Background: an optimization exercise with open tools, aiming at small area. Do not read the settings as production practice.
RTL that was checked went through simulation tests only; none was proved equivalent to the original.

==> v25 <==
==> flow/design.v <==
package llc_pkg;
    typedef struct packed {
        logic flush;                        
    } llc_rst_t;
    typedef struct packed {
        logic [32-1:0] addr;
        logic [32-1:0] data;
    } llc_rsp_t;
    typedef struct packed {
        logic [1:0]             op;
        logic [32-1:0] addr;
        logic [32-1:0] data;
    } llc_req_t;
    typedef struct packed {
        logic                   write;
        logic [32-1:0] addr;
        logic [32-1:0] data;
    } llc_dma_req_t;
    typedef struct packed {
        logic recall_pending;
        logic recall_valid;
        logic rst_stall;
        logic flush_stall;
        logic req_stall;
        logic dma_read_pending;
        logic dma_write_pending;
        logic save_req;                     
    } llc_status_t;
    typedef enum logic [3:0] {
        kind_rst,
        kind_rsp,
        kind_req,
        kind_stalled_req,
        kind_dma_req,
        kind_rst_resume,
        kind_flush_resume,
        kind_dma_read_resume,
        kind_dma_write_resume
    } llc_kind_t;
    typedef struct packed {
        logic rst_to_resume;
        logic flush_to_resume;
        logic rst_to_get;
        logic rsp_to_get;
        logic req_to_get;
        logic dma_req_to_get;
    } llc_sel_t;
    typedef struct packed {
        llc_kind_t              kind;
        logic                   look;       
        logic [1:0]             op;
        logic [32-1:0] addr;
        logic [32-1:0] data;
    } llc_dispatch_t;
endpackage
`timescale 1ns/1ps
module llc_in_fifo #(
    parameter int W = 1
) (
    input  logic           clk,
    input  logic           rst,
    input  logic           in_req,
    input  logic [W-1:0]   in_data,
    output logic           in_ack,
    input  logic           pop,
    output logic           valid,
    output logic [3:0]     rd_oh,
    output logic [4*W-1:0] ents
);
    logic [W-1:0] mem [4];
    logic [1:0]   wr_ptr;
    logic [1:0]   rd_ptr;
    logic [2:0]   count;
    logic         push;
    assign wr_ptr = rd_ptr + count[1:0];
    assign push   = in_req && !in_ack && !count[2];
    assign valid  = (count != '0);
    always_comb begin
        for (int i = 0; i < 4; i++) begin
            rd_oh[i] = (rd_ptr == 2'(i));
            ents[i*W +: W] = mem[i];
        end
    end
    always_ff @(posedge clk or negedge rst) begin
        if (!rst) begin
            count  <= '0;
            in_ack <= 1'b0;
        end else begin
            if (push) begin
                in_ack <= 1'b1;
            end else if (in_ack && !in_req) begin
                in_ack <= 1'b0;
            end
            case ({push, pop})
                2'b10:   count <= count + 1'b1;
                2'b01:   count <= count - 1'b1;
                default: count <= count;
            endcase
        end
    end
    always_ff @(posedge clk) begin
        if (pop) rd_ptr <= rd_ptr + 1'b1;
        for (int i = 0; i < 4; i++) begin
            if (push && wr_ptr == 2'(i)) mem[i] <= in_data;
        end
    end
endmodule
`timescale 1ns/1ps
module llc_front (
    input  logic        clk,
    input  logic        rst,
    input  logic        rst_in_req,
    input  logic [0:0]  rst_in_data,
    output logic        rst_in_ack,
    input  logic        rsp_in_req,
    input  logic [63:0] rsp_in_data,
    output logic        rsp_in_ack,
    input  logic        req_in_req,
    input  logic [65:0] req_in_data,
    output logic        req_in_ack,
    input  logic        dma_in_req,
    input  logic [64:0] dma_in_data,
    output logic        dma_in_ack,
    input  logic [7:0]  status,
    output logic        out_req,
    input  logic        out_ack,
    output logic [70:0] out_rec
);
    localparam logic [3:0] K_RST = 4'd0, K_RSP = 4'd1, K_REQ = 4'd2, K_STL = 4'd3,
                           K_DMA = 4'd4, K_RRES = 4'd5, K_FRES = 4'd6, K_DRD = 4'd7,
                           K_DWR = 4'd8, K_NONE = 4'd15;
    logic rp, rv, rs, fs, qs, drp, dwp, save;
    assign {rp, rv, rs, fs, qs, drp, dwp, save} = status;
    logic [1:0] state;
    logic       st_idle, st_dec, st_bld;
    assign st_idle = (state == 2'd0);
    assign st_dec  = (state == 2'd1);
    assign st_bld  = (state == 2'd2);
    assign out_req = (state == 2'd3);
    logic [3:0]  kind;       
    logic [65:0] pay;        
    logic        look_r;
    logic [65:0] last_req;
    logic [65:0] stl;
    logic        stl_v;
    logic        rst_v, rsp_v, req_v, dma_v;
    logic [3:0]  rst_oh, rsp_oh, req_oh, dma_oh;
    logic [3:0]        rst_e;
    logic [4*64-1:0]   rsp_e;
    logic [4*66-1:0]   req_e;
    logic [4*65-1:0]   dma_e;
    logic [3:0] kind_n;
    logic       get_req, get_dma, use_stl;
    logic       pop_rst, pop_rsp;
    llc_in_fifo #(.W(1)) u_rst_fifo (
        .clk, .rst, .in_req(rst_in_req), .in_data(rst_in_data), .in_ack(rst_in_ack),
        .pop(pop_rst), .valid(rst_v), .rd_oh(rst_oh), .ents(rst_e)
    );
    llc_in_fifo #(.W(64)) u_rsp_fifo (
        .clk, .rst, .in_req(rsp_in_req), .in_data(rsp_in_data), .in_ack(rsp_in_ack),
        .pop(pop_rsp), .valid(rsp_v), .rd_oh(rsp_oh), .ents(rsp_e)
    );
    llc_in_fifo #(.W(66)) u_req_fifo (
        .clk, .rst, .in_req(req_in_req), .in_data(req_in_data), .in_ack(req_in_ack),
        .pop(get_req), .valid(req_v), .rd_oh(req_oh), .ents(req_e)
    );
    llc_in_fifo #(.W(65)) u_dma_fifo (
        .clk, .rst, .in_req(dma_in_req), .in_data(dma_in_data), .in_ack(dma_in_ack),
        .pop(get_dma), .valid(dma_v), .rd_oh(dma_oh), .ents(dma_e)
    );
    always_comb begin
        kind_n  = K_NONE;
        use_stl = 1'b0;
        if (rp) begin
            if (!rv)      kind_n = rsp_v ? K_RSP : K_NONE;
            else if (drp) kind_n = K_DRD;
        end else if (rs) begin
            kind_n = K_RRES;
        end else if (fs) begin
            kind_n = K_FRES;
        end else if (rst_v && !(drp || dwp)) begin
            kind_n = K_RST;
        end else if (rsp_v) begin
            kind_n = K_RSP;
        end else if (!qs && (req_v || stl_v)) begin
            kind_n  = stl_v ? K_STL : K_REQ;
            use_stl = stl_v;
        end else if (drp) begin
            kind_n = K_DRD;
        end else if (dwp) begin
            if (dma_v) kind_n = K_DWR;
        end else if (dma_v && !qs) begin
            kind_n = K_DMA;
        end
    end
    assign get_req = st_dec && (kind_n == K_REQ);
    assign get_dma = st_dec && (kind_n == K_DMA || kind_n == K_DWR);
    logic [3:0]  s_rsp, s_req, s_dma;
    logic        s_rst, s_stl;
    logic [65:0] pay_n;
    always_comb begin
        for (int i = 0; i < 4; i++) begin
            s_rsp[i] = (kind_n == K_RSP) && rsp_oh[i];
            s_req[i] = (kind_n == K_REQ) && req_oh[i];
            s_dma[i] = (kind_n == K_DMA || kind_n == K_DWR) && dma_oh[i];
        end
        s_rst = (kind_n == K_RST);
        s_stl = use_stl;
    end
    logic [3:0] rst_pick;
    assign rst_pick = {4{s_rst}} & rst_oh;
    for (genvar b = 0; b < 64; b++) begin : g_pay
        logic [3:0] g;
        llc_aoi3 u_rsp (.s(s_rsp[2:0]), .d({rsp_e[2*64+b], rsp_e[64+b], rsp_e[b]}), .y(g[0]));
        llc_aoi3 u_req (.s(s_req[2:0]), .d({req_e[2*66+b], req_e[66+b], req_e[b]}), .y(g[1]));
        llc_aoi3 u_dma (.s(s_dma[2:0]), .d({dma_e[2*65+b], dma_e[65+b], dma_e[b]}), .y(g[2]));
        llc_aoi3 u_top (.s({s_rsp[3], s_req[3], s_dma[3]}),
                        .d({rsp_e[3*64+b], req_e[3*66+b], dma_e[3*65+b]}), .y(g[3]));
        if (b == 0) begin : g_rst
            assign pay_n[b] = ~(&g) | (s_stl & stl[b]) | (|(rst_pick & rst_e));
        end else begin : g_plain
            assign pay_n[b] = ~(&g) | (s_stl & stl[b]);
        end
    end
    logic [2:0] g64;
    llc_aoi3 u_req64 (.s(s_req[2:0]), .d({req_e[2*66+64], req_e[66+64], req_e[64]}), .y(g64[0]));
    llc_aoi3 u_dma64 (.s(s_dma[2:0]), .d({dma_e[2*65+64], dma_e[65+64], dma_e[64]}), .y(g64[1]));
    llc_aoi3 u_top64 (.s({s_req[3], s_dma[3], s_stl}),
                      .d({req_e[3*66+64], dma_e[3*65+64], stl[64]}), .y(g64[2]));
    assign pay_n[64] = ~(&g64);
    logic g65;
    llc_aoi3 u_req65 (.s(s_req[2:0]), .d({req_e[2*66+65], req_e[66+65], req_e[65]}), .y(g65));
    assign pay_n[65] = ~g65 | (s_req[3] & req_e[3*66+65]) | (s_stl & stl[65]);
    logic due, look;
    assign due  = (kind != K_NONE) && (kind != K_DRD || !rp);
    assign look = (kind == K_RSP) || (kind == K_REQ) || (kind == K_STL) || (kind == K_DMA)
               || (kind == K_FRES) || ((kind == K_DRD || kind == K_DWR) && !rp);
    assign pop_rst = st_bld && (kind == K_RST);
    assign pop_rsp = st_bld && (kind == K_RSP);
    assign out_rec = {kind, look_r, pay};
    always_ff @(posedge clk or negedge rst) begin
        if (!rst) begin
            state <= 2'd0;
            stl_v <= 1'b0;
        end else begin
            case (state)
                2'd0:    if (!out_ack) state <= 2'd1;
                2'd1:    state <= 2'd2;
                2'd2:    state <= due ? 2'd3 : 2'd1;
                default: if (out_ack) state <= 2'd0;
            endcase
            if (save)                  stl_v <= 1'b1;
            else if (st_dec && use_stl) stl_v <= 1'b0;
        end
    end
    always_ff @(posedge clk) begin
        if (st_dec) begin
            kind <= kind_n;
            pay  <= pay_n;
        end
        if (st_bld) begin
            look_r <= look;
            if (kind == K_REQ || kind == K_STL) last_req <= pay;
        end
        if (save) stl <= last_req;
    end
endmodule
module llc_aoi3 (
    input  logic [2:0] s,
    input  logic [2:0] d,
    output logic       y
);
    assign y = ~((s[0] & d[0]) | (s[1] & d[1]) | (s[2] & d[2]));
endmodule
==> flow/flow/run.sh <==
#!/bin/bash
set -o pipefail
bash standard.sh BUFFER_PORTS_ARGS="-buffer_cell sky130_fd_sc_hd__buf_1" RECOVER_POWER=100 finish > standard_run.log 2>&1
==> flow/standard.sh <==
#!/bin/bash
# synth_recipe.tcl (not shown) runs the flow's synth.tcl, then flattens the netlist and writes it again
# the make line also repeats each setting of config.mk as NAME=value (left out here)
make -C /OpenROAD-flow-scripts/flow DESIGN_CONFIG=/design/flow/config.mk WORK_HOME=/design/flow/orfs CLKGATE_MAP_FILE= SYNTH_SCRIPT=/design/flow/synth_recipe.tcl "${@:-finish}"
==> flow/config.mk <==
export PLATFORM = sky130hd
export DESIGN_NAME = llc_front
export DESIGN_NICKNAME = llc_front
export VERILOG_FILES = /design/flow/design.v
export SDC_FILE = /design/flow/constraint.sdc
export NUM_CORES = 4
export LEC_CHECK = 0
export CAP_MARGIN = 20
export CORE_MARGIN = 2
export CORE_UTILIZATION = 70
export CTS_BUF_LIST = sky130_fd_sc_hd__clkbuf_16
export CTS_CLUSTER_DIAMETER = 100
export CTS_CLUSTER_SIZE = 25
export SLEW_MARGIN = 20
export SYNTH_HIERARCHICAL = 1
export SYNTH_MINIMUM_KEEP_SIZE = 0
==> flow/constraint.sdc <==
create_clock -name core_clock -period 5.0 [get_ports {clk}]
set_input_delay 1.0000 -clock core_clock [delete_from_list [all_inputs] [get_ports {clk}]]
set_output_delay 1.0000 -clock core_clock [all_outputs]
set_load 0.01 [all_outputs]
==> v22 (differences from v25) <==
--- a/flow/design.v
+++ b/flow/design.v
@@ -65,18 +65,21 @@
     input  logic           pop,
     output logic           valid,
-    output logic [3:0]     rd_oh,
+    output logic [1:0]     rd_ptr,
     output logic [4*W-1:0] ents
 );
     logic [W-1:0] mem [4];
-    logic [1:0]   wr_ptr;
-    logic [1:0]   rd_ptr;
-    logic [2:0]   count;
+    logic [1:0]   cnt;                  
+    logic         nfull;                
     logic         push;
-    assign wr_ptr = rd_ptr + count[1:0];
-    assign push   = in_req && !in_ack && !count[2];
-    assign valid  = (count != '0);
+    logic         chg;                  
+    logic         wr0, wr1, cy;
+    assign push  = in_req && !in_ack && nfull;
+    assign valid = !(nfull && !(cnt[0] || cnt[1]));
+    assign chg   = push ^ pop;
+    assign wr0 = rd_ptr[0] ^ cnt[0];
+    assign cy  = rd_ptr[0] & cnt[0];
+    assign wr1 = rd_ptr[1] ^ cnt[1] ^ cy;
     always_comb begin
         for (int i = 0; i < 4; i++) begin
-            rd_oh[i] = (rd_ptr == 2'(i));
             ents[i*W +: W] = mem[i];
         end
@@ -84,23 +87,18 @@
     always_ff @(posedge clk or negedge rst) begin
         if (!rst) begin
-            count  <= '0;
+            cnt    <= '0;
+            nfull  <= 1'b1;
             in_ack <= 1'b0;
         end else begin
-            if (push) begin
-                in_ack <= 1'b1;
-            end else if (in_ack && !in_req) begin
-                in_ack <= 1'b0;
-            end
-            case ({push, pop})
-                2'b10:   count <= count + 1'b1;
-                2'b01:   count <= count - 1'b1;
-                default: count <= count;
-            endcase
+            in_ack <= in_req && (in_ack || nfull);
+            cnt[0] <= cnt[0] ^ chg;
+            cnt[1] <= cnt[1] ^ (chg && !(push ^ cnt[0]));
+            nfull  <= pop || (nfull && !(push && cnt[1] && cnt[0]));
         end
     end
     always_ff @(posedge clk) begin
-        if (pop) rd_ptr <= rd_ptr + 1'b1;
+        if (pop) rd_ptr <= {rd_ptr[1] ^ rd_ptr[0], !rd_ptr[0]};
         for (int i = 0; i < 4; i++) begin
-            if (push && wr_ptr == 2'(i)) mem[i] <= in_data;
+            if (push && {wr1, wr0} == 2'(i)) mem[i] <= in_data;
         end
     end
@@ -145,5 +143,5 @@
     logic        stl_v;
     logic        rst_v, rsp_v, req_v, dma_v;
-    logic [3:0]  rst_oh, rsp_oh, req_oh, dma_oh;
+    logic [1:0]  rst_rd, rsp_rd, req_rd, dma_rd;
     logic [3:0]        rst_e;
     logic [4*64-1:0]   rsp_e;
@@ -155,17 +153,17 @@
     llc_in_fifo #(.W(1)) u_rst_fifo (
         .clk, .rst, .in_req(rst_in_req), .in_data(rst_in_data), .in_ack(rst_in_ack),
-        .pop(pop_rst), .valid(rst_v), .rd_oh(rst_oh), .ents(rst_e)
+        .pop(pop_rst), .valid(rst_v), .rd_ptr(rst_rd), .ents(rst_e)
     );
     llc_in_fifo #(.W(64)) u_rsp_fifo (
         .clk, .rst, .in_req(rsp_in_req), .in_data(rsp_in_data), .in_ack(rsp_in_ack),
-        .pop(pop_rsp), .valid(rsp_v), .rd_oh(rsp_oh), .ents(rsp_e)
+        .pop(pop_rsp), .valid(rsp_v), .rd_ptr(rsp_rd), .ents(rsp_e)
     );
     llc_in_fifo #(.W(66)) u_req_fifo (
         .clk, .rst, .in_req(req_in_req), .in_data(req_in_data), .in_ack(req_in_ack),
-        .pop(get_req), .valid(req_v), .rd_oh(req_oh), .ents(req_e)
+        .pop(get_req), .valid(req_v), .rd_ptr(req_rd), .ents(req_e)
     );
     llc_in_fifo #(.W(65)) u_dma_fifo (
         .clk, .rst, .in_req(dma_in_req), .in_data(dma_in_data), .in_ack(dma_in_ack),
-        .pop(get_dma), .valid(dma_v), .rd_oh(dma_oh), .ents(dma_e)
+        .pop(get_dma), .valid(dma_v), .rd_ptr(dma_rd), .ents(dma_e)
     );
     always_comb begin
@@ -197,17 +195,16 @@
     assign get_dma = st_dec && (kind_n == K_DMA || kind_n == K_DWR);
     logic [3:0]  s_rsp, s_req, s_dma;
-    logic        s_rst, s_stl;
+    logic        s_stl;
+    logic [3:0]  rst_pick;
     logic [65:0] pay_n;
     always_comb begin
         for (int i = 0; i < 4; i++) begin
-            s_rsp[i] = (kind_n == K_RSP) && rsp_oh[i];
-            s_req[i] = (kind_n == K_REQ) && req_oh[i];
-            s_dma[i] = (kind_n == K_DMA || kind_n == K_DWR) && dma_oh[i];
-        end
-        s_rst = (kind_n == K_RST);
+            s_rsp[i] = (kind_n == K_RSP) && (rsp_rd == 2'(i));
+            s_req[i] = (kind_n == K_REQ) && (req_rd == 2'(i));
+            s_dma[i] = (kind_n == K_DMA || kind_n == K_DWR) && (dma_rd == 2'(i));
+            rst_pick[i] = (kind_n == K_RST) && (rst_rd == 2'(i));
+        end
         s_stl = use_stl;
     end
-    logic [3:0] rst_pick;
-    assign rst_pick = {4{s_rst}} & rst_oh;
     for (genvar b = 0; b < 64; b++) begin : g_pay
         logic [3:0] g;
==> flow/flow/run.sh (replaced) <==
#!/bin/bash
set -o pipefail
bash standard.sh BUFFER_PORTS_ARGS="-buffer_cell sky130_fd_sc_hd__buf_1" finish > standard_run.log 2>&1
==> summary of the runs <==
v22 finished with timing, DRC and antenna clean. v25 produced a layout that fails on capacitance limit, slew limit.
Of v25 and v22, v25 has the higher via count (gap 1.2%, measured against v22).
In v25 the wire length is higher than in v22, by 2.0%.
In v25 the sequential share of layout area is higher than in v22, by 0.27 points.
Against v22, the hold slack of v25 is higher by 0.076 ns.
The RTL of v22 was laid out without a check of its function.

what the ideal ports hide:
The flow's constraints put no driver on any port. The routed layouts listed below were extracted and timed again, unchanged, in two steps. Step 1, drivers: a clkbuf_16 drives clk and a buf_2 each remaining input, both assumed. Step 2 also shifts input and output timing later by t, the mid clock arrival at the registers, as if the neighbouring blocks saw the same clock. a / b / c = ideal ports / drivers / drivers and shift; a / b = the first two.
| run | shift t [ns] | setup slack, ns | worst setup path after step 2 | slew at the worst register clock pin (ns) | pins driven straight from the clock port |
|---|---|---|---|---|---|
| v25 | 0.675 | 0.554 / 0.554 / 0.096 | input to register | 0.11 / 0.11 | 1 |
| v22 | 0.669 | 1.120 / 1.120 / 0.841 | input to register | 0.10 / 0.10 | 1 |
For v25, which loses most, drivers alone change the setup slack by 0.000 ns; drivers and shift together by -0.458 ns.
